From an optimization exercise on the open Yosys and OpenROAD flow, aimed at small area, a short achievable clock period and few clock cycles per item; shortcuts taken in it are not production practice.
RTL that was checked went through simulation tests only; none was proved equivalent to the original.
The RTL of run 4 was laid out without a check of its function.
Power is estimated from default activity; no workload was simulated.

`design.v`:
```
package fppt_pkg;
    localparam int FLOW_W  = 20;
    localparam int TIME_W  = 22;
    localparam int CYC_W   = 5;
    localparam int MINF_W  = 15;
    localparam logic [1:0] BAND_N1  = 2'd0;
    localparam logic [1:0] BAND_N4  = 2'd1;
    localparam logic [1:0] BAND_N15 = 2'd2;
    localparam logic [1:0] BAND_N30 = 2'd3;
endpackage
module fppt_div (
    input  logic [fppt_pkg::FLOW_W-1:0] i_rem,
    input  logic [1:0]                  i_bits,
    input  logic [fppt_pkg::FLOW_W-1:0] i_dvs,
    input  logic [fppt_pkg::FLOW_W+1:0] i_dvs3,
    input  logic [4:0]                  i_nrem,
    input  logic [1:0]                  i_band,
    output logic [fppt_pkg::FLOW_W-1:0] o_rem,
    output logic [4:0]                  o_nrem,
    output logic [1:0]                  o_digit,
    output logic [1:0]                  o_q
);
    localparam int FW = fppt_pkg::FLOW_W;
    logic [FW+1:0] w_t;
    logic [FW+2:0] w_d1, w_d2, w_d3;
    logic          w_ge1, w_ge2, w_ge3;
    logic [1:0]    w_q;
    logic [6:0]    w_dn15, w_dn30;
    assign w_t  = {i_rem, i_bits};
    assign o_q  = w_q;
    assign w_d1 = {1'b0, w_t} - {3'b000, i_dvs};
    assign w_d2 = {1'b0, w_t} - {2'b00, i_dvs, 1'b0};
    assign w_d3 = {1'b0, w_t} - {1'b0, i_dvs3};
    assign w_ge1 = ~w_d1[FW+2];
    assign w_ge2 = ~w_d2[FW+2];
    assign w_ge3 = ~w_d3[FW+2];
    always_comb begin
        if (w_ge3) begin
            w_q   = 2'd3;
            o_rem = w_d3[FW-1:0];
        end else if (w_ge2) begin
            w_q   = 2'd2;
            o_rem = w_d2[FW-1:0];
        end else if (w_ge1) begin
            w_q   = 2'd1;
            o_rem = w_d1[FW-1:0];
        end else begin
            w_q   = 2'd0;
            o_rem = w_t[FW-1:0];
        end
    end
    always_comb begin
        w_dn15 = '0;
        for (int i = 0; i < 60; i++) begin
            if ({i_nrem[3:0], w_q} == 6'(i)) w_dn15 = {2'(i / 15), 5'(i % 15)};
        end
    end
    always_comb begin
        w_dn30 = '0;
        for (int i = 0; i < 120; i++) begin
            if ({i_nrem, w_q} == 7'(i)) w_dn30 = {2'(i / 30), 5'(i % 30)};
        end
    end
    always_comb begin
        case (i_band)
            fppt_pkg::BAND_N4:  {o_digit, o_nrem} = {i_nrem[1:0], 3'b000, w_q};
            fppt_pkg::BAND_N15: {o_digit, o_nrem} = w_dn15;
            fppt_pkg::BAND_N30: {o_digit, o_nrem} = w_dn30;
            default:            {o_digit, o_nrem} = {w_q, 5'd0};
        endcase
    end
endmodule
module fppt_seq #(
    parameter int WINDOW_MS = 3600000
) (
    input  logic                         i_clk,
    input  logic                         i_rst_n,
    input  logic                         i_we,
    input  logic [0:0]                   i_idx,
    input  logic [fppt_pkg::FLOW_W-1:0]  i_wdata,
    input  logic [fppt_pkg::FLOW_W-1:0]  i_max_flow,
    input  logic [fppt_pkg::FLOW_W-1:0]  i_flow,
    input  logic                         i_free,
    output logic                         o_ready,
    output logic                         o_commit,
    output logic [fppt_pkg::TIME_W-1:0]  o_on,
    output logic [fppt_pkg::TIME_W-1:0]  o_off,
    output logic                         o_rf,
    output logic [1:0]                   o_band,
    output logic [fppt_pkg::MINF_W-1:0]  o_q60,
    output logic                         o_on_zero
);
    localparam int FW = fppt_pkg::FLOW_W;
    localparam int TW = fppt_pkg::TIME_W;
    localparam logic [1:0] S_MUL  = 2'd0;
    localparam logic [1:0] S_DIV  = 2'd1;
    localparam logic [1:0] S_SKIP = 2'd2;
    localparam logic [1:0] S_DONE = 2'd3;
    logic [1:0]    r_state;
    logic [3:0]    r_cnt;
    logic [FW-1:0] r_rem;
    logic [TW-1:0] r_quo;
    logic [4:0]    r_nrem;
    logic [1:0]    r_band;
    logic [FW+1:0] r_m3;
    logic [3:0]    r_m60_cnt;
    logic [5:0]    r_r60;
    logic [fppt_pkg::MINF_W-1:0] r_q60;
    logic [FW-1:0] w_fnext;
    logic [1:0]    w_mbits;
    logic [26:0]   w_y;
    logic [26:0]   w_yr;
    logic [34:0]   w_a;
    logic [1:0]    w_band;
    logic          w_mz, w_fz, w_ge;
    logic          w_c1, w_c2, w_c3, w_c4;
    logic [FW-1:0] w_rem;
    logic [4:0]    w_nrem;
    logic [1:0]    w_digit;
    logic          w_last;
    logic          w_m60_done;
    logic          w_commit;
    logic [5:0]    w_r60;
    logic [1:0]    w_q60;
    logic [FW-1:0] w_c4b;
    logic [FW-1:0] w_h, w_hm1;
    logic          w_s0;
    logic [1:0]    w_off_lo;
    logic          w_rf;
    logic [1:0]    w_q;
    logic [TW-1:0] w_off_div;
    assign w_fnext = (i_idx == 1'b1) ? i_wdata : i_flow;
    assign w_y     = {w_fnext, 7'd0} - {5'd0, w_fnext, 2'd0} + {7'd0, w_fnext};
    always_ff @(posedge i_clk) begin
        if (i_we && i_idx == 1'b0) r_m3 <= {1'b0, i_wdata, 1'b0} + {2'b00, i_wdata};
    end
    assign w_yr = {r_rem[4:0], r_quo};
    assign w_a  = {w_yr, 8'd0} - {3'd0, w_yr, 5'd0} + {8'd0, w_yr};
    assign w_mz = (i_max_flow == '0);
    assign w_fz = (i_flow == '0);
    assign w_ge = (i_flow >= i_max_flow);
    assign w_c1 = (({3'b000, i_flow, 2'b00} + {5'd0, i_flow}) <= {7'd0, i_max_flow[FW-1:2]});
    assign w_c2 = (({3'b000, i_flow, 2'b00} + {5'd0, i_flow}) <= {6'd0, i_max_flow[FW-1:1]});
    assign w_c3 = (i_flow <= {2'b00, i_max_flow[FW-1:2]});
    assign w_c4 = ({i_flow, 2'b00} <= r_m3);
    always_comb begin
        if (w_fz || w_mz || w_c1) w_band = fppt_pkg::BAND_N1;
        else if (w_c2)    w_band = fppt_pkg::BAND_N4;
        else if (w_c3)    w_band = fppt_pkg::BAND_N15;
        else if (w_c4)    w_band = fppt_pkg::BAND_N30;
        else              w_band = fppt_pkg::BAND_N1;
    end
    fppt_div u_step (
        .i_rem   (r_rem),
        .i_bits  (r_quo[TW-1:TW-2]),
        .i_dvs   (i_max_flow),
        .i_dvs3  (r_m3),
        .i_nrem  (r_nrem),
        .i_band  (r_band),
        .o_rem   (w_rem),
        .o_nrem  (w_nrem),
        .o_digit (w_digit),
        .o_q     (w_q)
    );
    assign w_last     = (r_state == S_DIV) && (r_cnt == 4'd10);
    assign w_rf       = (w_nrem != '0);
    assign w_m60_done = (r_m60_cnt == 4'd10);
    assign o_ready    = (r_state == S_DONE) || ((w_last || r_state == S_SKIP) && w_m60_done);
    assign w_commit   = (w_last || r_state == S_SKIP) && w_m60_done && i_free;
    always_ff @(posedge i_clk) begin
        if (!i_rst_n || i_we) begin
            r_state <= S_MUL;
        end else begin
            case (r_state)
                S_MUL:   r_state <= (w_ge || w_fz) ? S_SKIP : S_DIV;
                S_DIV:   if (w_commit) r_state <= S_DONE;
                S_SKIP:  if (w_commit) r_state <= S_DONE;
                default: ;
            endcase
        end
    end
    always_ff @(posedge i_clk) begin
        if (i_we) begin
            r_rem <= FW'(w_y[26:TW]);
            r_quo <= w_y[TW-1:0];
        end else if (r_state == S_MUL) begin
            r_rem  <= w_a[34:15];
            r_quo  <= w_ge ? (w_mz ? '0 : TW'(WINDOW_MS)) : {w_a[14:0], 7'd0};
            r_nrem <= '0;
            r_cnt  <= '0;
            r_band <= w_band;
        end else if (r_state == S_DIV && !w_last) begin
            r_rem  <= w_rem;
            r_quo  <= {r_quo[TW-3:0], w_digit};
            r_nrem <= w_nrem;
            r_cnt  <= r_cnt + 4'd1;
        end
    end
    always_comb begin
        case (r_band)
            fppt_pkg::BAND_N4:  w_c4b = FW'(WINDOW_MS / 16);
            fppt_pkg::BAND_N15: w_c4b = FW'(WINDOW_MS / 60);
            fppt_pkg::BAND_N30: w_c4b = FW'(WINDOW_MS / 120);
            default:            w_c4b = FW'(WINDOW_MS / 4);
        endcase
    end
    assign w_hm1     = w_c4b - r_quo[FW-1:0] - 1'b1;
    assign w_h       = w_hm1 + 1'b1;
    assign w_s0      = (r_nrem == '0) && (w_q == 2'd0);
    always_comb begin
        case ({w_digit, w_rf})
            3'b001, 3'b010: w_off_lo = 2'd3;
            3'b011, 3'b100: w_off_lo = 2'd2;
            3'b101, 3'b110: w_off_lo = 2'd1;
            default:        w_off_lo = 2'd0;
        endcase
    end
    assign w_off_div = w_s0 ? {w_h, 2'b00} : {w_hm1, w_off_lo};
    always_comb begin
        w_mbits = 2'b00;
        for (int k = 0; k < 10; k++) begin
            if (r_m60_cnt == 4'(k)) w_mbits = i_max_flow[FW-1-2*k -: 2];
        end
    end
    always_comb begin
        logic [6:0] r;
        r = {r_r60, w_mbits[1]};
        w_q60[1] = (r >= 7'd60);
        if (w_q60[1]) r = r - 7'd60;
        r = {r[5:0], w_mbits[0]};
        w_q60[0] = (r >= 7'd60);
        if (w_q60[0]) r = r - 7'd60;
        w_r60 = r[5:0];
    end
    always_ff @(posedge i_clk) begin
        if (!i_rst_n || (i_we && i_idx == 1'b0)) begin
            r_m60_cnt <= 4'd15;
        end else if (r_m60_cnt == 4'd15) begin
            r_m60_cnt <= 4'd0;
        end else if (!w_m60_done) begin
            r_m60_cnt <= r_m60_cnt + 4'd1;
        end
    end
    always_ff @(posedge i_clk) begin
        if (r_m60_cnt == 4'd15) begin
            r_r60 <= '0;
        end else if (!w_m60_done) begin
            r_r60 <= w_r60;
            r_q60 <= {r_q60[fppt_pkg::MINF_W-3:0], w_q60};
        end
    end
    assign o_commit = w_commit;
    assign o_on     = (r_state == S_SKIP) ? r_quo : {r_quo[TW-3:0], w_digit};
    assign o_off    = (r_state == S_SKIP) ? (r_quo[TW-1] ? '0 : TW'(WINDOW_MS)) : w_off_div;
    assign o_rf     = (r_state == S_SKIP) ? 1'b0 : w_rf;
    assign o_band   = r_band;
    assign o_on_zero = (r_quo[TW-3:0] == '0) && ((r_state == S_SKIP) ? (r_quo[TW-1:TW-2] == 2'b00) : (w_digit == 2'b00));
    assign o_q60    = r_q60;
endmodule
module flow_proportioned_pump_timer_unit #(
    parameter int WINDOW_MS = 3600000
) (
    input  logic                        i_clk,
    input  logic                        i_rst_n,
    input  logic                        i_tick_valid,
    output logic                        o_tick_ready,
    input  logic                        i_tick,
    output logic                        o_res_valid,
    input  logic                        i_res_ready,
    output logic                        o_pump_on,
    output logic [fppt_pkg::TIME_W-1:0] o_phase_ms,
    output logic [fppt_pkg::TIME_W-1:0] o_on_time_ms,
    output logic [fppt_pkg::TIME_W-1:0] o_off_time_ms,
    output logic [fppt_pkg::CYC_W-1:0]  o_cycles_per_hour,
    output logic [fppt_pkg::MINF_W-1:0] o_min_flow,
    input  logic                        i_cfg_we,
    input  logic [0:0]                  i_cfg_idx,
    input  logic [fppt_pkg::FLOW_W-1:0] i_cfg_wdata
);
    localparam int FW = fppt_pkg::FLOW_W;
    localparam int TW = fppt_pkg::TIME_W;
    localparam logic [TW-1:0] BASE_N1  = TW'(WINDOW_MS);
    localparam logic [TW-1:0] BASE_N4  = TW'(WINDOW_MS / 4);
    localparam logic [TW-1:0] BASE_N15 = TW'(WINDOW_MS / 15);
    localparam logic [TW-1:0] BASE_N30 = TW'(WINDOW_MS / 30);
    logic [FW-1:0] r_max_flow;
    logic [FW-1:0] r_flow;
    logic [TW-1:0] r_p;
    logic          r_p_inc;
    logic          r_p_zero;
    logic          r_pump;
    logic          r_res_valid;
    logic [TW-1:0] r_on;
    logic [TW-1:0] r_off;
    logic          r_rf;
    logic [1:0]    r_band;
    logic [fppt_pkg::MINF_W-1:0] r_minf;
    logic          w_ready;
    logic          w_commit;
    logic [TW-1:0] w_on;
    logic [TW-1:0] w_off;
    logic          w_rf;
    logic [1:0]    w_band;
    logic [fppt_pkg::MINF_W-1:0] w_q60;
    logic          w_free;
    logic          w_take;
    logic [TW-1:0] w_phase;
    logic [TW-1:0] w_base;
    logic [TW-1:0] w_period;
    logic          w_le_on;
    logic          w_le_per;
    logic          w_on_zero;
    logic          r_past_on;
    logic          r_past_per;
    logic          w_eq_on;
    logic          w_eq_per;
    fppt_seq #(
        .WINDOW_MS (WINDOW_MS)
    ) u_seq (
        .i_clk      (i_clk),
        .i_rst_n    (i_rst_n),
        .i_we       (i_cfg_we),
        .i_idx      (i_cfg_idx),
        .i_wdata    (i_cfg_wdata),
        .i_max_flow (r_max_flow),
        .i_flow     (r_flow),
        .i_free     (w_free),
        .o_ready    (w_ready),
        .o_commit   (w_commit),
        .o_on       (w_on),
        .o_off      (w_off),
        .o_rf       (w_rf),
        .o_band     (w_band),
        .o_q60      (w_q60),
        .o_on_zero  (w_on_zero)
    );
    assign w_free       = !r_res_valid || i_res_ready;
    assign o_tick_ready = w_ready && !i_cfg_we && w_free;
    assign w_take       = i_tick_valid && o_tick_ready;
    always_comb begin
        if (r_p_zero)     w_phase = '0;
        else if (r_p_inc) w_phase = r_p + 1'b1;
        else              w_phase = r_p;
    end
    always_comb begin
        case (r_band)
            fppt_pkg::BAND_N4:  w_base = BASE_N4;
            fppt_pkg::BAND_N15: w_base = BASE_N15;
            fppt_pkg::BAND_N30: w_base = BASE_N30;
            default:            w_base = BASE_N1;
        endcase
    end
    assign w_period = w_base - TW'(r_rf);
    assign w_le_on  = !r_past_on;
    assign w_le_per = !r_past_per;
    assign w_eq_on  = w_commit ? w_on_zero : (w_phase == r_on);
    assign w_eq_per = !w_commit && (w_phase == w_period);
    always_ff @(posedge i_clk) begin
        if (!i_rst_n) begin
            r_max_flow  <= '0;
            r_flow      <= '0;
            r_p_zero    <= 1'b1;
            r_p_inc     <= 1'b0;
            r_past_on   <= 1'b0;
            r_past_per  <= 1'b0;
            r_pump      <= 1'b0;
            r_res_valid <= 1'b0;
        end else begin
            if (i_cfg_we) begin
                if (i_cfg_idx == 1'b0) r_max_flow <= i_cfg_wdata;
                else                   r_flow     <= i_cfg_wdata;
                r_p_zero   <= 1'b1;
                r_p_inc    <= 1'b0;
                r_past_on  <= 1'b0;
                r_past_per <= 1'b0;
            end else if (w_take) begin
                if (i_tick) begin
                    r_p_zero   <= !w_le_per;
                    r_p_inc    <= w_le_per;
                    r_past_on  <= w_le_per && (!w_le_on || w_eq_on);
                    r_past_per <= w_le_per && w_eq_per;
                    if (w_le_on)       r_pump <= 1'b1;
                    else if (w_le_per) r_pump <= 1'b0;
                end else begin
                    r_p_zero <= 1'b0;
                    r_p_inc  <= 1'b0;
                end
            end
            if (w_take) begin
                r_res_valid <= 1'b1;
            end else if (i_res_ready) begin
                r_res_valid <= 1'b0;
            end
        end
    end
    always_ff @(posedge i_clk) begin
        if (w_take) begin
            r_p <= w_phase;
        end
    end
    always_ff @(posedge i_clk) begin
        if (w_commit) begin
            r_on   <= w_on;
            r_off  <= w_off;
            r_rf   <= w_rf;
            r_band <= w_band;
            r_minf <= (w_q60 == '0) ? '0 : w_q60 + 1'b1;
        end
    end
    assign o_res_valid       = r_res_valid;
    assign o_pump_on         = r_pump;
    assign o_phase_ms        = r_p;
    assign o_on_time_ms      = r_on;
    assign o_off_time_ms     = r_off;
    assign o_min_flow        = r_minf;
    always_comb begin
        case (r_band)
            fppt_pkg::BAND_N4:  o_cycles_per_hour = 5'd4;
            fppt_pkg::BAND_N15: o_cycles_per_hour = 5'd15;
            fppt_pkg::BAND_N30: o_cycles_per_hour = 5'd30;
            default:            o_cycles_per_hour = 5'd1;
        endcase
    end
endmodule
```
`flow/run.sh`:
```
#!/bin/bash
# The standard layout, with the port buffers that ORFS inserts before global placement made of
# plain buf_2 cells (buffer_ports otherwise picks a delay cell here). Every port keeps its buffer.
set -euo pipefail
export BUFFER_PORTS_ARGS="-buffer_cell sky130_fd_sc_hd__buf_2"
bash standard.sh > standard_make.log 2>&1
```
`standard.sh`:
```
#!/bin/bash
# synth_recipe.tcl (not shown) runs the flow's synth.tcl, then flattens the netlist and writes it again
# the make line also repeats each setting of config.mk as NAME=value (left out here)
make -C /OpenROAD-flow-scripts/flow DESIGN_CONFIG=/design/flow/config.mk WORK_HOME=/design/flow/orfs CLKGATE_MAP_FILE= SYNTH_SCRIPT=/design/flow/synth_recipe.tcl "${@:-finish}"
```
`config.mk`:
```
export PLATFORM = sky130hd
export DESIGN_NAME = flow_proportioned_pump_timer_unit
export DESIGN_NICKNAME = flow_proportioned_pump_timer_unit
export VERILOG_FILES = /design/flow/design.v
export SDC_FILE = /design/flow/constraint.sdc
export NUM_CORES = 4
export LEC_CHECK = 0
export CAP_MARGIN = 20
export CORE_MARGIN = 2
export CORE_UTILIZATION = 40
export PLACE_DENSITY = 0.6
export SETUP_SLACK_MARGIN = 3.8
export SLEW_MARGIN = 20
export TNS_END_PERCENT = 10
```
`constraint.sdc`:
```
create_clock -name core_clock -period 8.0 [get_ports {i_clk}]
set_input_delay 1.6000 -clock core_clock [delete_from_list [all_inputs] [get_ports {i_clk}]]
set_output_delay 1.6000 -clock core_clock [all_outputs]
set_load 0.01 [all_outputs]
```
==> results.txt, run 1 <==
status=timing/DRC/antenna clean; Post-Synth Adder-Cell Area=19.7%; Synth cell types=88; CP max stage delay=0.55 ns; Post-Synth Simple-Gate Area=17.2%; total CTS buffers=28; Max-Cap Viols=0; H-tree depth=1; most used cell, CP=or3_4; max-slew violations=0; EDFF count, synth=159; period utilisation layout=57.8%; CTS tree=yes; Post-Syn Area=23,700 um^2; Hold Crit Class=flip-flop to flip-flop; skew final=0.0170 ns; Setup TNS=0 ns; # clock sinks=232; largest family of logic cells by synthesized area=compound AO/OA/AOI/OAI gates; overall power=11.6 mW; actual slew at the worst max-slew pin=1.03 ns; Crit path buffers/inverters=3; post-synthesis sequential area ratio=26.3%; FFs w/ async S/R, synth=0%; critical path endpoint category=flip-flop; RSZ-0062 raised after global routing=yes; largest net degree at the start of global routing=70; clock root buffer master=clkbuf_16; clock latency on the worst-skew pair=0.59 ns; Wirelength per Cell=21.1 um; synth warn=3; initial core utilization=40.3%; compound-gate portion of the synthesized area=22.5%; XOR/XNOR Fraction of Synth Area=7.46%; Critical Path RT=8.35 ns; synth cell count leaders=312 x ha_1, 243 x nand2_1, 226 x inv_1, 216 x nor2_1, 162 x a21oi_1; Leak=11.8 nW; CP startpoint kind=primary input; first-pass GRT wire length=122 mm; initial antenna violation count=1; Final Util=47.4%; ys flop type=edfxtp_1; antenna viol nets, final=0; Synth Net Count=3,152; CP max-delay cell=fa_1; Cell Rows=89; remaining routing DRC violations=0; Die Ht=247 um; worst-path cell chain=buf_2, mux2i_4, buf_6, fa_1, inv_2, ha_4, or3_4, or3_4, nor3_4, nor3_2, o41a_1, o21a_1, or3_1, a31o_1; P per Cell Area=418 nW/um^2; post-synthesis instance total=2,775; Detailed Place HPWL=60.3 mm; Via Count=22,600; total gr overflow=0; type of the worst setup path=primary input to flip-flop; clock buffer depth=3; CP Max Fanout=4; post-synth top area share=20.1%; top-count cell post-synth=ha_1; Total GRT Usage=25.3%; core area=58,800 um^2; FMAX=216 MHz; FILL cells=5,637; initial DRC count=1,811; vias in the first global route=21,500; Post-Syn Area per Cell=8.54 um^2; top post-synthesis cells by area=edfxtp_1 20%, ha_1 16%, dfxtp_1 6.2%; final wirelength=79.7 mm; nets=3,351; Crit path max-delay family=simple AND/OR/NAND/NOR gates; # diodes=0; overall die width=247 um; PortBufs=115; Reg2Reg Setup Slack=3.52 ns; Synth Register Bits=232; area leader, netlist=edfxtp_1; number of I/O pins=116; Detailed Routing Iterations Pass 1=5; drt via density=5.99; Slew headroom=31.1%; Area Growth Syn to Fin=17.5%; Peak supply drop=0.267 mV; crit path time final=4.62 ns; Critical Path AT=4.97 ns; mux contribution to synthesized area=1.55%; Fin. Hold Viols=0; final setup fails=0; die area=61,200 um^2; clock transition at the registers of the reported paths=0.06 ns; Final GP Congestion=0.954; layout cells sized above 1=16.4%
stage by stage:
| step | worst slack (ns) | hold slack (ns) | instances | instance area (um^2) |
|---|---|---|---|---|
| CTS | 3.38 | 0.494 | 3730 | 27400 |
| global placement | 1.78 | 0.477 | 3593 | 25200 |
| finish | 3.38 | 0.489 | 3769 | 27900 |
| floorplan | 2.85 | 0.453 | 2775 | 23900 |
| detailed placement | 1.74 | 0.485 | 3593 | 25200 |
| global route | 3.25 | 0.518 | 3769 | 27900 |
worst register-to-register path, delay by kind of cell (launching register included):
family | cells | cell delay, ns
buffers and inverters | 2 | 0.17
DFF | 1 | 0.43
adders and majority gates | 3 | 0.95
and+or+nand+nor | 5 | 1.01
AOI/OAI and AO/OA | 6 | 1.67
kinds of logic (layout without fill, tap and decap cells):
kind of cell / count (synthesis) / after routing
AO/OA/AOI/OAI: 787 / 788
XOR/XNOR: 202 / 202
adder cells (fa/ha/maj): 350 / 350
buffers and inverters: 322 / 542
flip-flops: 232 / 232
multiplexers: 34 / 34
AND/OR/NAND/NOR: 848 / 848
path summary, 6_finish.rpt:
kind,startpoint,end,cells after the start
setup / recovery,i_cfg_wdata[14],u_seq.r_rem[2]$_DFFE_PP_,14
hold / removal,r_past_per$_SDFFE_PP0P_,r_past_per$_SDFFE_PP0P_,2
setup reg to reg,u_seq.r_band[1]$_SDFFCE_PP0P_,r_off[21]$_DFFE_PP_,16
hold reg to reg,r_past_per$_SDFFE_PP0P_,r_past_per$_SDFFE_PP0P_,2
cell usage in the layout, fill, tap and decap left out, types with 61 or more instances in the layout:
master / Yosys / layout
a21o_1: 66 / 63
a21oi_1: 162 / 149
buf_2: 5 / 114
buf_4: 1 / 135
edfxtp_1: 159 / 159
ha_1: 312 / 291
inv_1: 226 / 195
nand2_1: 243 / 240
nand3_1: 74 / 73
nor2_1: 216 / 213
nor3_1: 64 / 61
o21ai_0: 152 / 143
xnor2_1: 128 / 128
xor2_1: 74 / 74
metal layers:
| metal | global-route usage, % | wire (um) |
|---|---|---|
| met4 | 8.38 | 2530 |
| met1 | 35.1 | 35300 |
| met2 | 41.0 | 36200 |
| met5 | 0 | 0 |
| met3 | 2.58 | 5630 |
final cells by class:
class	instances	area [um^2]	share of cell area, %
timing repair buffer	258	1730	6.22
clock buffer	37	776	2.78
multi-input combinational	2222	17100	61.3
tap	773	967	3.47
clock inverter	15	135	0.485
sequential	232	6260	22.5
inverter	232	911	3.27
flip-flops by register name, indices dropped and copies added (netlist names), 20 cells and up:
| name | count |
|---|---|
| r_flow | 20 |
| r_on | 22 |
| u_seq.r_rem | 20 |
| r_off | 22 |
| u_seq.r_quo | 22 |
| u_seq.r_m3 | 22 |
| r_p | 22 |
| r_max_flow | 20 |
what timing repair did:
action / CTS / global route
gates resized for setup: 134 / 55
buffers inserted: 82 / 39
hold buffers: 0 / 0
cloned: 3 / 0
setup endpoints to repair: 69 / 54
pin swaps: 43 / 24
power breakdown:
group	total [mW]	switching [mW]	internal, mW
clock network	1.27	0.549	0.720
registers	2.00	0.354	1.65
logic	8.37	4.91	3.46
total	11.6	5.81	5.83
Testbench counts, summed over its fixed seeds: cycles 4,334, updates 320.
==> run 2, diff against run 1 <==
--- a/config.mk
+++ b/config.mk
@@ -9,6 +9,6 @@
 export CORE_MARGIN = 2
 export CORE_UTILIZATION = 40
 export PLACE_DENSITY = 0.6
-export SETUP_SLACK_MARGIN = 3.8
+export SETUP_SLACK_MARGIN = 3.5
 export SLEW_MARGIN = 20
 export TNS_END_PERCENT = 10
==> run 2 against run 1 <==
  * Flip-flop and latch count stayed put
  * Non-clock buffer count fell by 61
  * Routed wire length decreased by 1.8%
  * Die area stayed put
  * Critical path depth did not move
  * Hold slack better by 0.0022 ns
  * Register-to-register slack worse by 0.08 ns
  * Largest cell class unchanged
  * Clock-buffer cell count unchanged
  * Global-route usage is 0.44 points lower
  * Design area is 2.9% lower
  * Still clean on timing, DRC and antenna
  * Power is 4.1% lower
==> results.txt, run 2 <==
status=timing/DRC/antenna clean; top post-synthesis cells by area=edfxtp_1 20%, ha_1 16%, dfxtp_1 6.2%; max-slew violations=0 (unchanged); CP startpoint kind=primary input; Die Ht=247 um (unchanged); Hold Path Origin=r_past_per$_SDFFE_PP0P_; Critical Path RT=8.35 ns (about the same); layout cells sized above 1=12.5% (-4.0 points); Crit path buffers/inverters=3 (unchanged); CP Max Fanout=4 (unchanged); Detailed Place HPWL=60.3 mm (unchanged); met1 Usage GRT=34.5% (-0.62 points); Detailed Routing Iterations Pass 1=6 (+1); FILL cells=5,738 (+1.8%); drt via density=6.00 (+0.23%); Post-Synth Adder-Cell Area=19.7% (unchanged); synth warn=3 (unchanged); Hold Crit Class=flip-flop to flip-flop; nets=3,290 (-1.8%); grt peak-use layer=met2; Crit path max-delay family=simple AND/OR/NAND/NOR gates; vias in the first global route=21,300 (-0.90%); Synth Net Count=3,152 (unchanged); skew final=0.0224 ns (+0.00545 ns); Fin. Hold Viols=0 (unchanged); overall die width=247 um (unchanged); FMAX=216 MHz (-0.12%); Wirelength per Cell=21.1 um (-0.18%); Post-Syn Area=23,700 um^2 (unchanged); area leader, netlist=edfxtp_1; final setup fails=0 (unchanged); final wirelength=78.3 mm (-1.8%); most frequent cells in the layout=301 x ha_1, 240 x nand2_1, 215 x nor2_1; largest net degree at the start of global routing=70 (unchanged); most used cell, CP=or3_4; clock root buffer master=clkbuf_16; synth cell count leaders=312 x ha_1, 243 x nand2_1, 226 x inv_1, 216 x nor2_1, 162 x a21oi_1; largest family of logic cells by synthesized area=compound AO/OA/AOI/OAI gates; CP Launch Point=i_cfg_wdata[14]; compound-gate portion of the synthesized area=22.5% (unchanged); Total GRT Usage=24.8% (-0.44 points); Cell Rows=89 (unchanged); EDFF count, synth=159 (unchanged); first-pass GRT wire length=120 mm (-1.6%); worst-path cell chain=buf_2, mux2i_4, buf_6, fa_1, inv_2, ha_4, or3_4, or3_4, nor3_4, nor3_2, o41a_1, o21a_1, or3_1, a31o_1; Peak supply drop=0.268 mV (+0.62%); post-synthesis instance total=2,775 (unchanged); XOR/XNOR Fraction of Synth Area=7.46% (unchanged); P per Cell Area=413 nW/um^2 (-1.2%); reg2reg start=u_seq.r_m3[0]$_DFFE_PP_; Post-Synth Simple-Gate Area=17.2% (unchanged); # diodes=0 (unchanged); Final Util=46.0% (-1.4 points); core area=58,800 um^2 (unchanged); FFs w/ async S/R, synth=0% (unchanged); clock latency on the worst-skew pair=0.60 ns (about the same); PortBufs=115 (unchanged); clock transition at the registers of the reported paths=0.06 ns (about the same); # clock sinks=232 (unchanged); remaining routing DRC violations=0 (unchanged); CTS tree=yes; Slew headroom=35.7% (+4.6 points); antenna viol nets, final=0 (unchanged); clock buffer depth=3 (unchanged); CP max-delay cell=fa_1; area of the multi-input gates=16,800 um^2 (-1.8%); grt met2 use=40.3% (-0.69 points); total gr overflow=0 (unchanged); Final GP Congestion=0.954 (unchanged); Synth cell types=88 (unchanged); post-synthesis sequential area ratio=26.3% (unchanged); initial DRC count=1,783 (-1.5%); post-synth top area share=20.1% (unchanged); Max-Cap Viols=0 (unchanged); Area Growth Syn to Fin=14.1%; initial core utilization=40.3% (unchanged); Synth Register Bits=232 (unchanged); Reg area=6250 um^2 (-0.24%); Post-Syn Area per Cell=8.54 um^2 (unchanged); die area=61,200 um^2 (unchanged); mux contribution to synthesized area=1.55% (unchanged); Setup TNS=0 ns (unchanged); crit path time final=4.63 ns (+0.00568 ns); critical path endpoint category=flip-flop; top-count cell post-synth=ha_1; ys flop type=edfxtp_1; Leak=11.5 nW (-2.7%); total CTS buffers=28 (unchanged); H-tree depth=1 (unchanged); actual slew at the worst max-slew pin=0.958 ns (-0.0690 ns); Via Count=22,200 (-1.4%); CP max stage delay=0.55 ns (about the same); number of I/O pins=116 (unchanged); most common cell after layout, fill and taps aside=ha_1; Critical Path AT=4.97 ns (about the same); GR Util met3=2.43% (-0.15 points); period utilisation layout=57.8% (+0.071 points); type of the worst setup path=primary input to flip-flop; RSZ-0062 raised after global routing=yes; initial antenna violation count=1 (unchanged)
## run 2: cell counts after synthesis
Identical to the previous run, type by type.
## run 2: power by group
group	switching, mW	total [mW]	internal (mW)
Combinational	4.72	7.89	3.17
Sequential	0.361	2.01	1.65
Clock	0.548	1.27	0.720
Total	5.63	11.2	5.54
## run 2: through the flow
step	power, mW	setup slack [ns]	cell area (um^2)	hold slack, ns	std cells
2_1_floorplan	7.47	2.85	23900	0.453	2775
3_3_place_gp	9.28	1.78	25200	0.477	3593
3_5_place_dp	9.42	1.74	25200	0.485	3593
4_1_cts	11.0	3.38	26800	0.494	3690
5_1_grt	12.0	3.24	27100	0.519	3708
6_report	11.2	3.37	27100	0.491	3708
## run 2: repair_timing
action | CTS | global route
pin swaps | 26 | 15
buffers inserted | 42 | 18
gates resized for setup | 72 | 32
setup endpoints to repair | 51 | 37
hold buffers | 0 | 0
gates cloned | 3 | 0
## run 2: logic make-up (layout without fill, tap and decap cells)
| logic type | after synthesis | after routing |
|---|---|---|
| fa+ha+maj | 350 | 350 |
| simple gates | 848 | 848 |
| buf+inv | 322 | 481 |
| flops | 232 | 232 |
| mux | 34 | 34 |
| compound gates | 787 | 788 |
| xor+xnor | 202 | 202 |
## run 2: worst paths after layout
path | end | slack [ns] | cells past startpoint
worst max-delay path | u_seq.r_rem[2]$_DFFE_PP_ | 3.37 | 14
worst min-delay path | r_past_per$_SDFFE_PP0P_ | 0.49 | 2
worst max register to register | r_off[1]$_SDFFCE_PP0P_ | 3.44 | 17
worst min register to register | r_past_per$_SDFFE_PP0P_ | 0.49 | 2
## run 2: area by class of cell
class                      instances  share of cell area (%)
clock buffer                      37                    2.87
clock inverter                    15                   0.499
inverter                         232                    3.26
multi-input combinational       2222                    62.0
sequential                       232                    23.1
tap                              773                    3.58
timing repair buffer             197                    4.68
## run 2: worst reg2reg max path, cell delays in order (launching register included)
cell	delay [ns]
edfxtp_1	0.48
ha_2	0.26
fa_1	0.43
nand2b_1	0.21
a21oi_2	0.19
o211ai_1	0.16
nand2_1	0.13
nand4_1	0.11
buf_4	0.19
a21o_4	0.28
a311o_1	0.34
a211oi_2	0.29
o32a_1	0.22
and4_1	0.24
and4_1	0.25
ha_1	0.16
nor3_1	0.05
a2111oi_0	0.37
## run 2: layer usage
metal,share of wire [%],wire length [um]
met5,0,0
met4,3.1,2400
met3,6.1,4810
met2,46,35700
met1,45,35400
==> run 3, diff against run 2 <==
--- a/config.mk
+++ b/config.mk
@@ -8,6 +8,7 @@
 export CAP_MARGIN = 20
 export CORE_MARGIN = 2
 export CORE_UTILIZATION = 40
+export CTS_BUF_LIST = sky130_fd_sc_hd__clkbuf_4 sky130_fd_sc_hd__clkbuf_8
 export PLACE_DENSITY = 0.6
 export SETUP_SLACK_MARGIN = 3.5
 export SLEW_MARGIN = 20
==> run 3 against run 2 <==
  * Sequential power is essentially flat
  * Largest cell class unchanged
  * Critical endpoint is now r_off[1]$_SDFFCE_PP0P_
  * Still clean on timing, DRC and antenna
  * Power grew 0.55%
  * Critical path type is now flip-flop to flip-flop
  * Via count shrank 0.15%
==> results.txt, run 3 <==
Detailed Routing Iterations Pass 1=5 (-1); final wirelength=78.3 mm (about the same); vias in the first global route=21,400 (+0.50%); Detailed Place HPWL=60.3 mm (unchanged); CP Max Fanout=12 (+8); skew final=0.0681 ns (+0.0457 ns); most frequent cells in the layout=300 x ha_1, 240 x nand2_1, 215 x nor2_1; worst hold stages=2 (unchanged); metal2 WL=35.6 mm (-0.29%); initial DRC count=1,805 (+1.2%); status=timing/DRC/antenna clean; critical path endpoint category=flip-flop; WL met3=5.04 mm (+4.7%); clock root buffer master=clkbuf_8; period utilisation layout=57.6% (-0.18 points); Via Count=22,200 (-0.15%); Synth Register Bits=232 (unchanged); die area=61,200 um^2 (unchanged); antenna viol nets, final=0 (unchanged); RSZ-0062 raised after global routing=yes; Setup TNS=0 ns (unchanged); P per Cell Area=413 nW/um^2 (+0.13%); first-pass GRT wire length=120 mm (about the same); WL met1=35.1 mm (-0.68%); actual slew at the worst max-slew pin=0.997 ns (+0.0389 ns); remaining routing DRC violations=0 (unchanged); total gr overflow=0 (unchanged); placed cells=3,593 (unchanged); H-tree depth=2 (+1); crit path time final=4.61 ns (-0.0146 ns); Wirelength per Cell=20.9 um (-0.95%); Leak=11.6 nW (+0.77%); synth cell count leaders=312 x ha_1, 243 x nand2_1, 226 x inv_1, 216 x nor2_1, 162 x a21oi_1; FILL cells=5,734 (-0.070%); clock latency on the worst-skew pair=0.64 ns (+0.04 ns); largest net degree at the start of global routing=70 (unchanged); type of the worst setup path=flip-flop to flip-flop; final setup fails=0 (unchanged); Cell Rows=89 (unchanged); Synth Net Count=3,152 (unchanged); top sig layer=met4; layout cells sized above 1=13.7% (+1.2 points); top-count cell post-synth=ha_1; Max-Cap Viols=0 (unchanged); Post-Syn Area per Cell=8.54 um^2 (unchanged); clock buffer depth=3 (unchanged); initial antenna violation count=2 (+1); Final Util=46.2% (+0.19 points); Slew headroom=33.1% (-2.6 points); largest family of logic cells by synthesized area=compound AO/OA/AOI/OAI gates; # clock sinks=232 (unchanged); Final GP Congestion=0.954 (unchanged); CP startpoint kind=flip-flop; FMAX=217 MHz (+0.32%); nets=3,313 (+0.70%); Fin. Hold Viols=0 (unchanged); Die Ht=247 um (unchanged); Critical Path AT=4.93 ns (-0.04 ns); compound-gate portion of the synthesized area=22.5% (unchanged); final std cells w/o fill=3,747 (+1.1%); most common cell after layout, fill and taps aside=ha_1; top post-synthesis cells by area=edfxtp_1 20%, ha_1 16%, dfxtp_1 6.2%; Post-Syn Area=23,700 um^2 (unchanged); core area=58,800 um^2 (unchanged); EDFF count, synth=159 (unchanged); max-slew violations=0 (unchanged); Synth cell types=88 (unchanged); number of I/O pins=116 (unchanged); overall die width=247 um (unchanged); total CTS buffers=45 (+61%); CTS tree=yes; initial core utilization=40.3% (unchanged); mux contribution to synthesized area=1.55% (unchanged); FFs w/ async S/R, synth=0% (unchanged); cells on worst reg2reg path=17 (unchanged); Hold Crit Class=flip-flop to flip-flop; Area Growth Syn to Fin=14.6%; post-synthesis instance total=2,775 (unchanged); PortBufs=115 (unchanged); Post-Synth Adder-Cell Area=19.7% (unchanged); XOR/XNOR Fraction of Synth Area=7.46% (unchanged); clock transition at the registers of the reported paths=0.06 ns (about the same); Total GRT Usage=25.0% (+0.13 points); synth warn=3 (unchanged); post-synth top area share=20.1% (unchanged); Peak supply drop=0.257 mV (-4.4%); ys flop type=edfxtp_1; Critical Path RT=8.32 ns (-0.03 ns); area leader, netlist=edfxtp_1; Post-Synth Simple-Gate Area=17.2% (unchanged); drt via density=5.93 (-1.2%); post-synthesis sequential area ratio=26.3% (unchanged)
run 3: cell counts after synthesis:
No cell type changed its count.
run 3: repair_timing:
action	CTS	global route
gates cloned	3	0
gates resized for setup	70	35
hold buffers	0	0
pin swaps	24	30
endpoints found under the setup margin	51	35
buffers inserted	40	26
hold endpoints to repair	0	0
run 3: report_power, final:
group	leakage [nW]	switching, mW	internal (mW)	total (mW)
sequential	2.14	0.358	1.65	2.01
combinational	8.95	4.74	3.21	7.96
clock	0.499	0.564	0.703	1.27
total	11.6	5.66	5.57	11.2
run 3: per-layer routing:
metal / vias to the layer above / track usage [%]
met4: 0 / 8.86
met2: 771 / 40.1
met5: - / 0
met1: 10700 / 34.2
met3: 166 / 3.34
li1: 10600 / -
run 3: worst max-delay path: stages, from the launching register on:
cell and delay [ns]:
edfxtp_1 0.48, ha_2 0.25, fa_1 0.43, nand2b_1 0.21, a21oi_2 0.20, o211ai_1 0.16, nand2_1 0.13, nand4_1 0.11
buf_4 0.19, a21o_4 0.27, a311o_1 0.34, a211oi_2 0.33, o32a_1 0.22, and4_1 0.24, nand4_1 0.17, ha_1 0.25
nor3_1 0.19, a2111oi_1 0.10
run 3: metrics by stage:
step / instance area [um^2] / hold slack [ns] / power [mW] / setup slack, ns
finish: 27200 / 0.491 / 11.2 / 3.39
global route: 27200 / 0.518 / 12.1 / 3.31
CTS: 26800 / 0.494 / 11.0 / 3.42
detailed placement: 25200 / 0.485 / 9.42 / 1.74
global placement: 25200 / 0.477 / 9.28 / 1.78
floorplan: 23900 / 0.453 / 7.47 / 2.85
run 3: final cells by class:
type                            count  area (um^2)  share of cell area [%]
Antenna cell                        1         2.50                 0.00921
Clock inverter                     21          175                   0.645
Timing Repair Buffer              203         1310                    4.82
Multi-Input combinational cell   2222        16800                    61.9
Clock buffer                       63          779                    2.87
Tap cell                          773          967                    3.56
Inverter                          232          882                    3.25
Sequential cell                   232         6240                    23.0
run 3: final timing paths:
check / startpoint / to / slack, ns
worst max-delay path: u_seq.r_m3[0]$_DFFE_PP_ / r_off[1]$_SDFFCE_PP0P_ / 3.39
worst min-delay path: r_past_per$_SDFFE_PP0P_ / r_past_per$_SDFFE_PP0P_ / 0.49
worst max register to register: u_seq.r_m3[0]$_DFFE_PP_ / r_off[1]$_SDFFCE_PP0P_ / 3.39
worst min register to register: r_past_per$_SDFFE_PP0P_ / r_past_per$_SDFFE_PP0P_ / 0.49
run 3: kinds of logic (layout without fill, tap and decap cells):
kind of cell,after synthesis,count (layout)
XOR/XNOR,202,202
AO/OA/AOI/OAI,787,788
adder cells (fa/ha/maj),350,350
other,0,1
multiplexers,34,34
AND/OR/NAND/NOR,848,848
flip-flops,232,232
buffers and inverters,322,519
==> run 4, diff against run 3 <==
--- a/design.v
+++ b/design.v
@@ -92,11 +92,12 @@
 );
     localparam int FW = fppt_pkg::FLOW_W;
     localparam int TW = fppt_pkg::TIME_W;
-    localparam logic [1:0] S_MUL  = 2'd0;
-    localparam logic [1:0] S_DIV  = 2'd1;
-    localparam logic [1:0] S_SKIP = 2'd2;
-    localparam logic [1:0] S_DONE = 2'd3;
-    logic [1:0]    r_state;
+    localparam logic [2:0] S_MUL  = 3'd0;
+    localparam logic [2:0] S_DIV  = 3'd1;
+    localparam logic [2:0] S_SKIP = 3'd2;
+    localparam logic [2:0] S_DONE = 3'd3;
+    localparam logic [2:0] S_MUL0 = 3'd4;
+    logic [2:0]    r_state;
     logic [3:0]    r_cnt;
     logic [FW-1:0] r_rem;
     logic [TW-1:0] r_quo;
@@ -129,10 +130,10 @@
     logic          w_rf;
     logic [1:0]    w_q;
     logic [TW-1:0] w_off_div;
-    assign w_fnext = (i_idx == 1'b1) ? i_wdata : i_flow;
+    assign w_fnext = (r_state == S_MUL0) ? i_flow : i_wdata;
     assign w_y     = {w_fnext, 7'd0} - {5'd0, w_fnext, 2'd0} + {7'd0, w_fnext};
     always_ff @(posedge i_clk) begin
-        if (i_we && i_idx == 1'b0) r_m3 <= {1'b0, i_wdata, 1'b0} + {2'b00, i_wdata};
+        r_m3 <= {1'b0, i_max_flow, 1'b0} + {2'b00, i_max_flow};
     end
     assign w_yr = {r_rem[4:0], r_quo};
     assign w_a  = {w_yr, 8'd0} - {3'd0, w_yr, 5'd0} + {8'd0, w_yr};
@@ -168,10 +169,13 @@
     assign o_ready    = (r_state == S_DONE) || ((w_last || r_state == S_SKIP) && w_m60_done);
     assign w_commit   = (w_last || r_state == S_SKIP) && w_m60_done && i_free;
     always_ff @(posedge i_clk) begin
-        if (!i_rst_n || i_we) begin
-            r_state <= S_MUL;
+        if (!i_rst_n) begin
+            r_state <= S_MUL0;
+        end else if (i_we) begin
+            r_state <= (i_idx == 1'b0 || r_state == S_MUL0) ? S_MUL0 : S_MUL;
         end else begin
             case (r_state)
+                S_MUL0:  r_state <= S_MUL;
                 S_MUL:   r_state <= (w_ge || w_fz) ? S_SKIP : S_DIV;
                 S_DIV:   if (w_commit) r_state <= S_DONE;
                 S_SKIP:  if (w_commit) r_state <= S_DONE;
@@ -180,7 +184,7 @@
         end
     end
     always_ff @(posedge i_clk) begin
-        if (i_we) begin
+        if (i_we || r_state == S_MUL0) begin
             r_rem <= FW'(w_y[26:TW]);
             r_quo <= w_y[TW-1:0];
         end else if (r_state == S_MUL) begin
==> run.sh (new file) <==
#!/bin/bash
# synth_recipe.tcl (not shown) runs the flow's synth.tcl, then flattens the netlist and writes it again
# the make line also repeats each setting of config.mk as NAME=value (left out here)
make -C /OpenROAD-flow-scripts/flow DESIGN_CONFIG=/design/flow/config.mk WORK_HOME=/design/flow/orfs CLKGATE_MAP_FILE= SYNTH_SCRIPT=/design/flow/synth_recipe.tcl finish
--- a/config.mk
+++ b/config.mk
@@ -8,8 +8,6 @@
 export CAP_MARGIN = 20
 export CORE_MARGIN = 2
 export CORE_UTILIZATION = 40
-export CTS_BUF_LIST = sky130_fd_sc_hd__clkbuf_4 sky130_fd_sc_hd__clkbuf_8
 export PLACE_DENSITY = 0.6
 export SETUP_SLACK_MARGIN = 3.5
 export SLEW_MARGIN = 20
-export TNS_END_PERCENT = 10
removed: flow/run.sh
removed: standard.sh
==> run 4 against run 3 <==
  * Global-route usage shrank 0.74 points
  * Critical endpoint is now u_seq.r_rem[3]$_DFFE_PP_
  * Clock-buffer cell count shrank 27
  * Largest power group unchanged
  * Critical path type is now primary input to flip-flop
  * Synthesized cell count grew 0.86%
  * Highest routed layer unchanged
  * Flip-flop and latch count grew 1
  * Still clean on timing, DRC and antenna
==> results.txt, run 4 <==
first-pass GRT wire length=117 mm (-2.6%); Reg-to-Reg End=u_seq.r_rem[4]$_DFFE_PP_; synth cell count leaders=319 x ha_1, 264 x nand2_1, 229 x inv_1, 204 x a21oi_1, 203 x nor2_1; Setup TNS=0 ns (unchanged); worst hold stages=2 (unchanged); synth warn=3 (unchanged); vias in the first global route=20,600 (-3.4%); largest net degree at the start of global routing=54 (-23%); reg2reg start=u_seq.r_state[1]$_SDFFE_PN0P_; final critical-path setup slack=3.25 ns (-0.135 ns); area leader, netlist=edfxtp_1; die area=60,800 um^2 (-0.73%); CTS Hold Bufs=0 (unchanged); P per Cell Area=416 nW/um^2 (+0.63%); clock buffer depth=3 (unchanged); CTS tree=yes; Post-Synth Adder-Cell Area=20.2% (+0.52 points); Crit path max-delay family=compound AO/OA/AOI/OAI gates; CP Max Fanout=3 (-9); initial DRC count=1,706 (-5.5%); # diodes=0 (-1); Final Cell Area=27,800 um^2 (+2.2%); Post-Syn Area per Cell=8.41 um^2 (-1.6%); top post-synthesis cells by area=edfxtp_1 17%, ha_1 17%, dfxtp_1 8.2%; final wirelength=76.8 mm (-2.0%); Total GRT Usage=24.2% (-0.74 points); post-synthesis sequential area ratio=25.6% (-0.65 points); worst-path cell chain=buf_8, mux2i_4, inv_2, fa_1, inv_2, ha_4, or3_1, a211o_1, o211ai_2, o21ai_4, o31ai_4, o21ai_2, o31a_1, or4_1, a31oi_1, xor2_1, o21ai_1; Reg2Reg Setup Slack=3.35 ns (-0.04 ns); clock root buffer master=clkbuf_16; post-synth top area share=17.5% (-2.7 points); initial antenna violation count=0 (-2); PortBufs=115 (unchanged); Detailed Routing Iterations Pass 1=6 (+1); XOR/XNOR Fraction of Synth Area=7.70% (+0.24 points); status=timing/DRC/antenna clean; post-synthesis instance total=2,799 (+0.86%); cells on worst reg2reg path=20 (+3); CP startpoint kind=primary input; Cell Rows=88 (-1.1%); Max-Cap Viols=0 (unchanged); DP Worst Slack=1.88 ns (+0.144 ns); Synth Register Bits=233 (+0.43%); core area=57,900 um^2 (-1.5%); remaining routing DRC violations=0 (unchanged); Fin. Hold Viols=0 (unchanged); antenna viol nets, final=0 (unchanged); overall die width=247 um (-0.37%); nets=3,340 (+0.81%); Post-Syn Area=23,500 um^2 (-0.75%); Crit path buffers/inverters=3 (+2); largest family of logic cells by synthesized area=compound AO/OA/AOI/OAI gates; period utilisation layout=59.3% (+1.7 points); # clock sinks=233 (+0.43%); Post-Synth Simple-Gate Area=17.5% (+0.25 points); clock latency on the worst-skew pair=0.59 ns (-0.05 ns); DP Area=25,600 um^2 (+1.4%); H-tree depth=1 (-1); drt via density=5.83 (-1.6%); skew final=0.0237 ns (-0.0444 ns); layout cells sized above 1=10.5% (-3.1 points); Wirelength per Cell=20.5 um (-1.9%); most used cell, CP=inv_2; type of the worst setup path=primary input to flip-flop; total gr overflow=0 (unchanged); Detailed Place HPWL=58.8 mm (-2.6%); top-count cell post-synth=ha_1; Critical Path RT=8.32 ns (about the same); Die Ht=247 um (-0.37%); Hold Path Origin=r_past_on$_SDFFE_PP0P_; Leak=11.6 nW (+0.14%); FFs w/ async S/R, synth=0% (unchanged); Critical Path AT=5.06 ns (+0.13 ns); CP max-delay cell=fa_1; initial core utilization=40.6% (+0.31 points); most frequent cells in the layout=308 x ha_1, 262 x nand2_1, 214 x inv_1; Hold Crit Class=flip-flop to flip-flop; total CTS buffers=28 (-38%); number of I/O pins=116 (unchanged); clock transition at the registers of the reported paths=0.06 ns (about the same); critical path endpoint category=flip-flop; RSZ-0062 raised after global routing=yes; compound-gate portion of the synthesized area=22.4% (-0.15 points); actual slew at the worst max-slew pin=1.04 ns (+0.0458 ns); ys flop type=edfxtp_1; crit path time final=4.75 ns (+0.135 ns); Area Growth Syn to Fin=18.0%; CP max stage delay=0.52 ns (+0.04 ns); Slew headroom=30.3% (-2.8 points); Via Count=21,800 (-1.7%); WHS=0.474 ns (-0.0170 ns); Hold Path End=r_past_on$_SDFFE_PP0P_; most common cell after layout, fill and taps aside=ha_1; final setup fails=0 (unchanged); Peak supply drop=0.242 mV (-5.8%); Final GP Congestion=0.925 (-3.0%); max-slew violations=0 (unchanged); Synth cell types=93 (+5.7%); FMAX=211 MHz (-2.8%); mux contribution to synthesized area=1.41% (-0.14 points); Synth Net Count=3,183 (+0.98%); EDFF count, synth=137 (-14%)
-- run 4: metrics by stage --
stage	std cells	total power [mW]	util (%)
6_report	3742	11.6	48.0
5_1_grt	3742	12.4	48.0
4_1_cts	3693	11.2	46.8
3_5_place_dp	3609	9.55	44.1
3_3_place_gp	3609	9.44	44.1
2_1_floorplan	2799	7.56	-
-- run 4: cell type report --
class	count	area (um^2)
Clock buffer	36	761
Multi-Input combinational cell	2248	17000
Fill cell	5577	30100
Sequential cell	233	6070
Timing Repair Buffer	215	1950
Clock inverter	15	136
Inverter	230	871
Tap cell	765	957
-- run 4: worst max-delay path by stage --
stage / startpoint / slack (ns) / depth (start not counted) / end
after detailed placement: i_cfg_wdata[0] / 1.88 / 16 / u_seq.r_rem[3]$_DFFE_PP_
after CTS: i_cfg_wdata[7] / 3.22 / 17 / u_seq.r_rem[3]$_DFFE_PP_
after global routing: i_cfg_wdata[0] / 3.10 / 16 / u_seq.r_rem[3]$_DFFE_PP_
after floorplan: i_cfg_wdata[5] / 2.88 / 16 / u_seq.r_rem[3]$_DFFE_PP_
final: i_cfg_wdata[7] / 3.25 / 17 / u_seq.r_rem[3]$_DFFE_PP_
after global placement: i_cfg_wdata[0] / 1.99 / 16 / u_seq.r_rem[3]$_DFFE_PP_
-- run 4: worst min-delay path, stage by stage, from the launching register on --
cell and delay, ns:
dfxtp_1 0.32, a32oi_1 0.06, o21ai_0 0.06
-- run 4: power by group --
group	internal (mW)	switching, mW
Combinational	3.42	5.00
Sequential	1.56	0.321
Clock	0.707	0.546
-- run 4: metal layers --
layer / vias up / routed length (um) / track usage (%)
met4: 0 / 2250 / 7.28
met3: 129 / 4930 / 2.60
met5: - / 0 / 0
met2: 831 / 35300 / 39.9
met1: 10400 / 34300 / 33.3
li1: 10500 / - / -
-- run 4: logic make-up after synthesis --
kind of cell,count (synthesis)
and+or+nand+nor,852
AOI/OAI and AO/OA,798
adders and majority gates,357
buffers and inverters,319
DFF,233
xor gates and xnor gates,207
muxes,33
-- run 4: what timing repair did --
action	CTS	global route
cloned	1	1
buffers inserted	32	48
pin swaps	28	40
gates resized for setup	136	66
endpoints found under the hold margin	0	0
endpoints found under the setup margin	45	29

==> re-timing with driven ports <==
Ports are ideal in the flow. The routed layouts listed here were re-timed in OpenROAD.
Step 1: set_driving_cell puts a clkbuf_16 on i_clk and a buf_2 on each other input, an assumption about the parent block.
Step 2 times the ports against the registers' clock, not the clock port: input delays grow and output delays shrink by t, the midpoint of the rising clock arrivals with the driver on.
Slacks: ideal / step 1 / step 2; pairs: ideal / step 1.
run	t (ns)	slack for setup (ns)	worst hold slack (ns)	worst setup path at the end	worst slew at a driven data input, ns
run 1	0.649	3.380 / 3.216 / 2.567	0.489 / 0.489 / 0.489	input to register	0.27
run 2	0.651	3.374 / 3.219 / 2.568	0.491 / 0.491 / 0.491	input to register	0.26
run 3	0.668	3.389 / 3.256 / 2.587	0.491 / 0.491 / 0.491	input to register	0.27
run 4	0.635	3.254 / 3.272 / 2.637	0.474 / 0.474 / 0.474	input to register	0.05
After both steps setup and hold are still met in every run listed. For run 1, which loses most, drivers alone change the setup slack by -0.164 ns; drivers and shift together by -0.813 ns.
